Background: an optimization exercise with open tools, aiming at small area and a short achievable clock period. Do not read the settings as production practice. In this exercise RTL edits were held to simulation tests only and were not proved equivalent to the original.

Setup of before:
==> flow/design.v (excerpt) <==
module iir_filter_gen (
  input  logic               CLK,
  input  logic               RST_n,
  input  logic signed [10:0] DIN,
  input  logic               VIN,
  input  logic [32:0]        B,
  input  logic [21:0]        A,
  input  logic               COEF_LD,
  output logic signed [10:0] DOUT,
  output logic               VOUT,
  output logic               SAT
);
Size: roughly 1,700 cells after synthesis, ~83 I/O pins, roughly 20,000 sq um of cells after synthesis.
Settings: LEC_CHECK=0, CAP_MARGIN=20, CORE_MARGIN=2, CORE_UTILIZATION=40, CTS_BUF_LIST=sky130_fd_sc_hd__clkbuf_4 sky130_fd_sc_hd__clkbuf_8, PLACE_DENSITY=0.7, SETUP_SLACK_MARGIN=3.5, SLEW_MARGIN=20, SYNTH_HIERARCHICAL=1, SYNTH_MINIMUM_KEEP_SIZE=0; clock period 10.0 ns.
standard.sh (not shown) runs the stock make flow with config.mk's settings and CLKGATE_MAP_FILE= SYNTH_SCRIPT=/design/flow/synth_recipe.tcl, a recipe that flattens the netlist after the stock synthesis.
==> flow/flow/run.sh <==
#!/bin/bash
# The standard layout (the standard.sh, unchanged), with one difference:
# the buffers placed on the input and output ports are the smallest buffer
# cell, sky130_fd_sc_hd__buf_1, rather than the one buffer_ports picks.
set -euo pipefail
cp standard.sh standard_sh.log
export BUFFER_PORTS_ARGS="-buffer_cell sky130_fd_sc_hd__buf_1"
bash standard.sh > standard.log 2>&1
For after, these inputs were changed with respect to before:
# before
export LEC_CHECK = 0
export CAP_MARGIN = 20
export CORE_MARGIN = 2
export CORE_UTILIZATION = 40
export CTS_BUF_LIST = sky130_fd_sc_hd__clkbuf_4 sky130_fd_sc_hd__clkbuf_8
export PLACE_DENSITY = 0.7
export SETUP_SLACK_MARGIN = 3.5
export SLEW_MARGIN = 20
export SYNTH_HIERARCHICAL = 1
export SYNTH_MINIMUM_KEEP_SIZE = 0
create_clock -name core_clock -period 10.0 [get_ports {CLK}]
# after
export LEC_CHECK = 0
export CAP_MARGIN = 20
export CORE_MARGIN = 2
export CORE_UTILIZATION = 40
export CTS_BUF_LIST = sky130_fd_sc_hd__clkbuf_4 sky130_fd_sc_hd__clkbuf_8
export SETUP_SLACK_MARGIN = 3.75
export SLEW_MARGIN = 20
export SYNTH_HIERARCHICAL = 1
export SYNTH_MINIMUM_KEEP_SIZE = 0
create_clock -name core_clock -period 10.0 [get_ports {CLK}]
### Flow results
after ran to completion and came out clean on the timing, design-rule and antenna checks.
before went all the way through synthesis, placement and routing and the layout is clean on timing, DRC and antenna.
Lower largest fanout on the critical path was reported by after, not before.
Compared with before, in after global-route usage picked up an extra 1.2 points; relative area change from synthesis to final layout higher; aggregate routed wire length saw an increase.
[compare] base=before new=after: number of instances in the placed design neither gained nor lost much, routability congestion estimate from global placement now sits lower.
Re synthesized cell count: no difference whatsoever between before and after.

* * *

== run A ==
iir_filter_gen, a different RTL version from the one above (not shown whole).
Size in the first run: about 1800 cells after synthesis, roughly 21000 sq um of cells after synthesis.
clock: 10.0 ns
lec_check: 0
cap_margin: 20
core_margin: 2
core_utilization: 40
setup_slack_margin: 3.5
slew_margin: 20
synth_hierarchical: 1
synth_minimum_keep_size: 0
Scripts as last shown in full above: flow/flow/run.sh
For run B, these inputs were changed with respect to run A:
Settings: SETUP_SLACK_MARGIN changed from 3.5 to 3; CORE_UTILIZATION changed from 40 to 55.
==> flow/run.sh (new file) <==
#!/bin/bash
# synth_recipe.tcl (not shown) runs the flow's synth.tcl, then flattens the netlist and writes it again
# the make line also repeats each setting of config.mk as NAME=value (left out here)
make -C /OpenROAD-flow-scripts/flow DESIGN_CONFIG=/design/flow/config.mk WORK_HOME=/design/flow/orfs CLKGATE_MAP_FILE= SYNTH_SCRIPT=/design/flow/synth_recipe.tcl finish
removed: flow/flow/run.sh
removed: flow/standard.sh
[summary]
The largest fanout of any net on the critical path number comes out higher for run A vs run B. Setup WNS run A -> run B: worse. Relative to run A, area growth from synthesis to final layout decreased by 3.4 points in run B. Per the comparison of run B with run A, vertical extent of the die fell about 14%; post-synthesis instance area about even; smallest hold slack fell 0.027 ns. Run B vs. run A: shortest period the worst path allows went up by 0.32 ns. Run B ended with less critical path depth than run A.
What run C does differently from run B at the input level:
Settings: a change of SETUP_SLACK_MARGIN from 3 to 4; a change of CORE_UTILIZATION from 55 to 40.
## What came out
Diff run B -> run C: height of the chip now larger; worst hold slack roughly the same; post-route non-filler standard cell count now larger; standard cell core area now larger.
Count of placed standard cells including taps grows by a little under 10% when moving from run B to run C.
Relative to run B, sequential share of layout area has decreased by 1.9 points in run C.
Run C vs run B: total setup buffers inserted after CTS up in run C
Run C finished all stages; the layout is clean.

* * *

iir_filter_gen with an RTL version that a note above also has.
Size: about 1700 cells after synthesis, ~83 I/O pins.
Settings: LEC_CHECK=0, CAP_MARGIN=20, CORE_MARGIN=2, CORE_UTILIZATION=40, SETUP_SLACK_MARGIN=3.5, SLEW_MARGIN=20, SYNTH_HIERARCHICAL=1, SYNTH_MINIMUM_KEEP_SIZE=0; clock period 10.0 ns.
==> flow/flow/run.sh <==
#!/bin/bash
# The standard layout (the standard.sh, unchanged), with one difference:
# the buffers placed on the input and output ports are the smallest buffer
# cell, sky130_fd_sc_hd__buf_1, rather than the one buffer_ports picks.
set -euo pipefail
cp standard.sh standard_sh.log
export BUFFER_PORTS_ARGS="-buffer_cell sky130_fd_sc_hd__buf_1"
bash standard.sh > standard.log 2>&1
==> next run, changes <==
--- a/flow/config.mk
+++ b/flow/config.mk
@@ -10,3 +10,4 @@
 export CORE_UTILIZATION = 40
-export SETUP_SLACK_MARGIN = 3.5
+export CTS_BUF_LIST = sky130_fd_sc_hd__clkbuf_4 sky130_fd_sc_hd__clkbuf_8
+export SETUP_SLACK_MARGIN = 3.25
 export SLEW_MARGIN = 20
Effect: Critical path depth is higher by 1. Synthesized area stays the same. Die area stays the same. Global-route usage decreases by 0.14 points. Cell count shrinks by 1.3%. Worst setup slack loses 160 ps. First-iteration DRC count goes up by 2.5%.

## separate check: timing with driven ports
The flow's constraints put no driver on any port. The routed layouts listed below were extracted and timed again, unchanged, in two steps.
Step 1 (the two cells are an assumption about what drives the block):
set clk [get_ports {CLK}]
set_driving_cell -lib_cell sky130_fd_sc_hd__clkbuf_16 $clk
set_driving_cell -lib_cell sky130_fd_sc_hd__buf_2 [delete_from_list [all_inputs] $clk]
Step 2 moves the port delays by t, midway between the first and last clock arrival at a register: inputs arrive t later, outputs are due t later. That takes back most of the time a late clock gives input paths.
Slacks: ideal / step 1 / step 2; pairs: ideal / step 1.
| run | t (ns) | setup WS [ns] | hold slack, ns | worst setup path after step 2 |
|---|---|---|---|---|
| before | 0.564 | 3.583 / 3.583 / 3.290 | 0.507 / 0.507 / 0.507 | input to register |
| after | 0.619 | 3.680 / 3.680 / 3.314 | 0.505 / 0.505 / 0.505 | input to register |
| run A | 0.546 | 3.496 / 3.496 / 3.313 | 0.519 / 0.519 / 0.519 | input to register |
| run B | 0.504 | 3.180 / 3.180 / 3.060 | 0.492 / 0.492 / 0.492 | input to register |
| run C | 0.540 | 3.788 / 3.788 / 3.672 | 0.492 / 0.492 / 0.492 | input to register |
| the first run of note 3 | 0.530 | 3.600 / 3.600 / 3.250 | 0.492 / 0.492 / 0.492 | input to register |
| the second run of note 3 | 0.595 | 3.442 / 3.442 / 3.224 | 0.500 / 0.500 / 0.500 | input to register |
After both steps every run listed still meets setup and hold. The setup slack of after, which loses most, moves by 0.000 ns with the drivers and by -0.366 ns with both steps.
